Source: an optimization exercise on an open RTL-to-GDS flow (aim: small area, a short achievable clock period and few clock cycles per item). Production flows keep margins and buffers that such runs may drop. The RTL was checked by simulation tests, not by an equivalence proof against the original design. Power figures rest on the tool's default switching activity, not on a simulated workload.

==> run B: inputs <==
==> flow/design.v (excerpt) <==
module set_assoc_cache_lru_tags #(
  parameter int SETS         = 64,
  parameter int WAYS         = 4,
  parameter int OFFSET_BITS  = 4,
  parameter int ADDRESS_BITS = 24
) (
  input  logic      clk,
  input  logic      rst,
  input  logic      in_valid,
  output logic      in_ready,
  input  sacl_pkg::sacl_in_t  in_data,
  output logic      out_valid,
  input  logic      out_ready,
  output sacl_pkg::sacl_out_t out_data
);
  sacl_datapath u_datapath (
    .clk       (clk),
    .rst       (rst),
    .in_valid  (in_valid),
    .in_ready  (in_ready),
    .in_data   (in_data),
    .out_valid (out_valid),
    .out_ready (out_ready),
    .out_data  (out_data)
  );
endmodule
==> flow/config.mk <==
export PLATFORM = sky130hd
export DESIGN_NAME = set_assoc_cache_lru_tags
export DESIGN_NICKNAME = set_assoc_cache_lru_tags
export VERILOG_FILES = /design/flow/design.v
export SDC_FILE = /design/flow/constraint.sdc
export NUM_CORES = 4
export LEC_CHECK = 0
export CAP_MARGIN = 20
export CORE_MARGIN = 2
export CORE_UTILIZATION = 40
export SLEW_MARGIN = 20
==> flow/constraint.sdc <==
create_clock -name core_clock -period 6.0 [get_ports {clk}]
set_input_delay 1.2000 -clock core_clock [delete_from_list [all_inputs] [get_ports {clk}]]
set_output_delay 1.2000 -clock core_clock [all_outputs]
set_load 0.01 [all_outputs]
run.sh (not shown) runs the stock make flow with config.mk's settings and CLKGATE_MAP_FILE= SYNTH_SCRIPT=/design/flow/synth_recipe.tcl, a recipe that flattens the netlist after the stock synthesis.
==> run F: changes against run B <==
--- a/flow/design.v
+++ b/flow/design.v
@@ -57,15 +57,24 @@
         if (row_we && wr_tag_way[w]) begin
           tag_q[r][w*14 +: 14] <= wr_tag;
         end
       end
     end
   end
-  assign rd_tags  = tag_q[rd_set];
-  assign rd_code  = code_q[rd_set];
-  assign rd_dirty = dirty_q[rd_set];
+  always_comb begin
+    rd_tags  = '0;
+    rd_code  = '0;
+    rd_dirty = '0;
+    for (int r = 0; r < 64; r++) begin
+      if (rd_set == 6'(r)) begin
+        rd_tags  = rd_tags  | tag_q[r];
+        rd_code  = rd_code  | code_q[r];
+        rd_dirty = rd_dirty | dirty_q[r];
+      end
+    end
+  end
 endmodule
 module sacl_ctrl (
   input  logic [5:0] code,
   input  logic [1:0] way,
   output logic [3:0] valid,
   output logic       full,
@@ -253,69 +262,40 @@
   output logic                in_ready,
   input  sacl_pkg::sacl_in_t  in_data,
   output logic                out_valid,
   input  logic                out_ready,
   output sacl_pkg::sacl_out_t out_data
 );
-  logic v1, v2, skid_v;
-  logic adv2, s1_go, s1_free, acc;
+  logic v2;
+  logic adv2, acc;
   assign adv2     = v2 && (!out_valid || out_ready);
-  assign s1_go    = v1 && (!v2 || adv2);
-  assign s1_free  = !v1 || s1_go;
-  assign in_ready = !skid_v;
-  assign acc      = in_valid && !skid_v;
+  assign in_ready = !v2 || adv2;
+  assign acc      = in_valid && in_ready;
   always_ff @(posedge clk) begin
     if (rst) begin
-      v1        <= 1'b0;
       v2        <= 1'b0;
-      skid_v    <= 1'b0;
       out_valid <= 1'b0;
     end else begin
-      if (s1_free) begin
-        v1 <= skid_v || in_valid;
-      end
-      if (s1_free) begin
-        skid_v <= 1'b0;
-      end else if (acc) begin
-        skid_v <= 1'b1;
-      end
-      if (s1_go) begin
+      if (acc) begin
         v2 <= 1'b1;
       end else if (adv2) begin
         v2 <= 1'b0;
       end
       if (adv2) begin
         out_valid <= 1'b1;
       end else if (out_ready) begin
         out_valid <= 1'b0;
       end
     end
   end
-  logic [5:0]  in_set, s1_set, sk_set;
-  logic [13:0] in_tag, s1_tag, sk_tag;
-  logic        s1_wr, sk_wr;
-  assign in_set = in_data.address[9:4];
-  assign in_tag = in_data.address[23:10];
-  always_ff @(posedge clk) begin
-    if (!s1_free && acc) begin
-      sk_set <= in_set;
-      sk_tag <= in_tag;
-      sk_wr  <= in_data.write_op;
-    end
-    if (s1_free) begin
-      if (skid_v) begin
-        s1_set <= sk_set;
-        s1_tag <= sk_tag;
-        s1_wr  <= sk_wr;
-      end else begin
-        s1_set <= in_set;
-        s1_tag <= in_tag;
-        s1_wr  <= in_data.write_op;
-      end
-    end
-  end
+  logic [5:0]  s1_set;
+  logic [13:0] s1_tag;
+  logic        s1_wr;
+  assign s1_set = in_data.address[9:4];
+  assign s1_tag = in_data.address[23:10];
+  assign s1_wr  = in_data.write_op;
   logic [55:0] rd_tags;
   logic [5:0]  rd_code;
   logic [3:0]  rd_dirty;
   logic [3:0]  fill_way;
   logic [5:0]  next_code;
   logic [3:0]  next_dirty;
@@ -346,13 +326,13 @@
     for (int w = 0; w < 4; w++) begin
       m_rd[w]  = (rd_tags[w*14 +: 14] == s1_tag);
       m_byp[w] = fill_way[w] ? tag_eq : m_rd[w];
     end
   end
   always_ff @(posedge clk) begin
-    if (s1_go) begin
+    if (acc) begin
       s2_set   <= s1_set;
       s2_tag   <= s1_tag;
       s2_wr    <= s1_wr;
       s2_match <= same ? m_byp : m_rd;
       s2_code  <= same ? next_code : rd_code;
       s2_dirty <= same ? next_dirty : rd_dirty;
- CORE_UTILIZATION: 40 -> 55
- SETUP_SLACK_MARGIN: not set -> 3.0
==> qor.csv <==
metric;value;unit
Logic pwr share;0.052;
final period utilization;0.907;
status;timing/DRC/antenna clean;
WP data arrival;6270;ps
worst hold start;u_datapath.s1_wr$_DFFE_PP_;
Cell Area, Placed;185000;µm²
Synth Area in Compound Gates;0.0429;
the above is filed under run B

==> qor.csv <==
metric;value;unit
final period utilization;0.671;
Cell Area, Placed;178000;µm²
WP data arrival;4890;ps
Logic pwr share;0.058;
worst hold start;u_datapath.u_ram.code_q[89]$_SDFFE_PP0P_;
wl on met1;255000;µm
leak pwr;71.9;nW
status;timing/DRC/antenna clean;
the above is filed under run F

Testbench counts of run B, summed over its fixed seeds: cycles 12,024, items 12,000.
Testbench counts of run F, summed over its fixed seeds: cycles 12,016, items 12,000.

port drivers added, routing unchanged:
How much do the figures lean on ideal ports? The routed layouts below were timed once more, with nothing changed but the port constraints.
Step 1 sets driving cells, clkbuf_16 on the clock port and buf_2 on the other inputs (assumed; they add their load-dependent delay and slew).
Step 2 adds t to the input delays and takes it off the output delays; t is the mean of the earliest and latest rising clock arrival at the registers after step 1. Input paths then give back, and output paths get back, about the clock's delay inside the block.
Three values: ideal, step 1, step 2; two values: the first two.
run | t, ns | setup slack, ns | hold WS [ns] | worst setup path at the end | worst slew at a driven data input, ns
run B | 1.099 | 0.556 / 0.556 / 0.556 | 0.438 / 0.438 / 0.438 | register to register | 0.07
run F | 1.149 | 1.974 / 1.822 / 0.673 | 0.452 / 0.452 / 0.452 | input to register | 0.38
After both steps every run listed still meets setup and hold. For run F, which loses most, drivers alone change the setup slack by -0.152 ns; drivers and shift together by -1.301 ns.
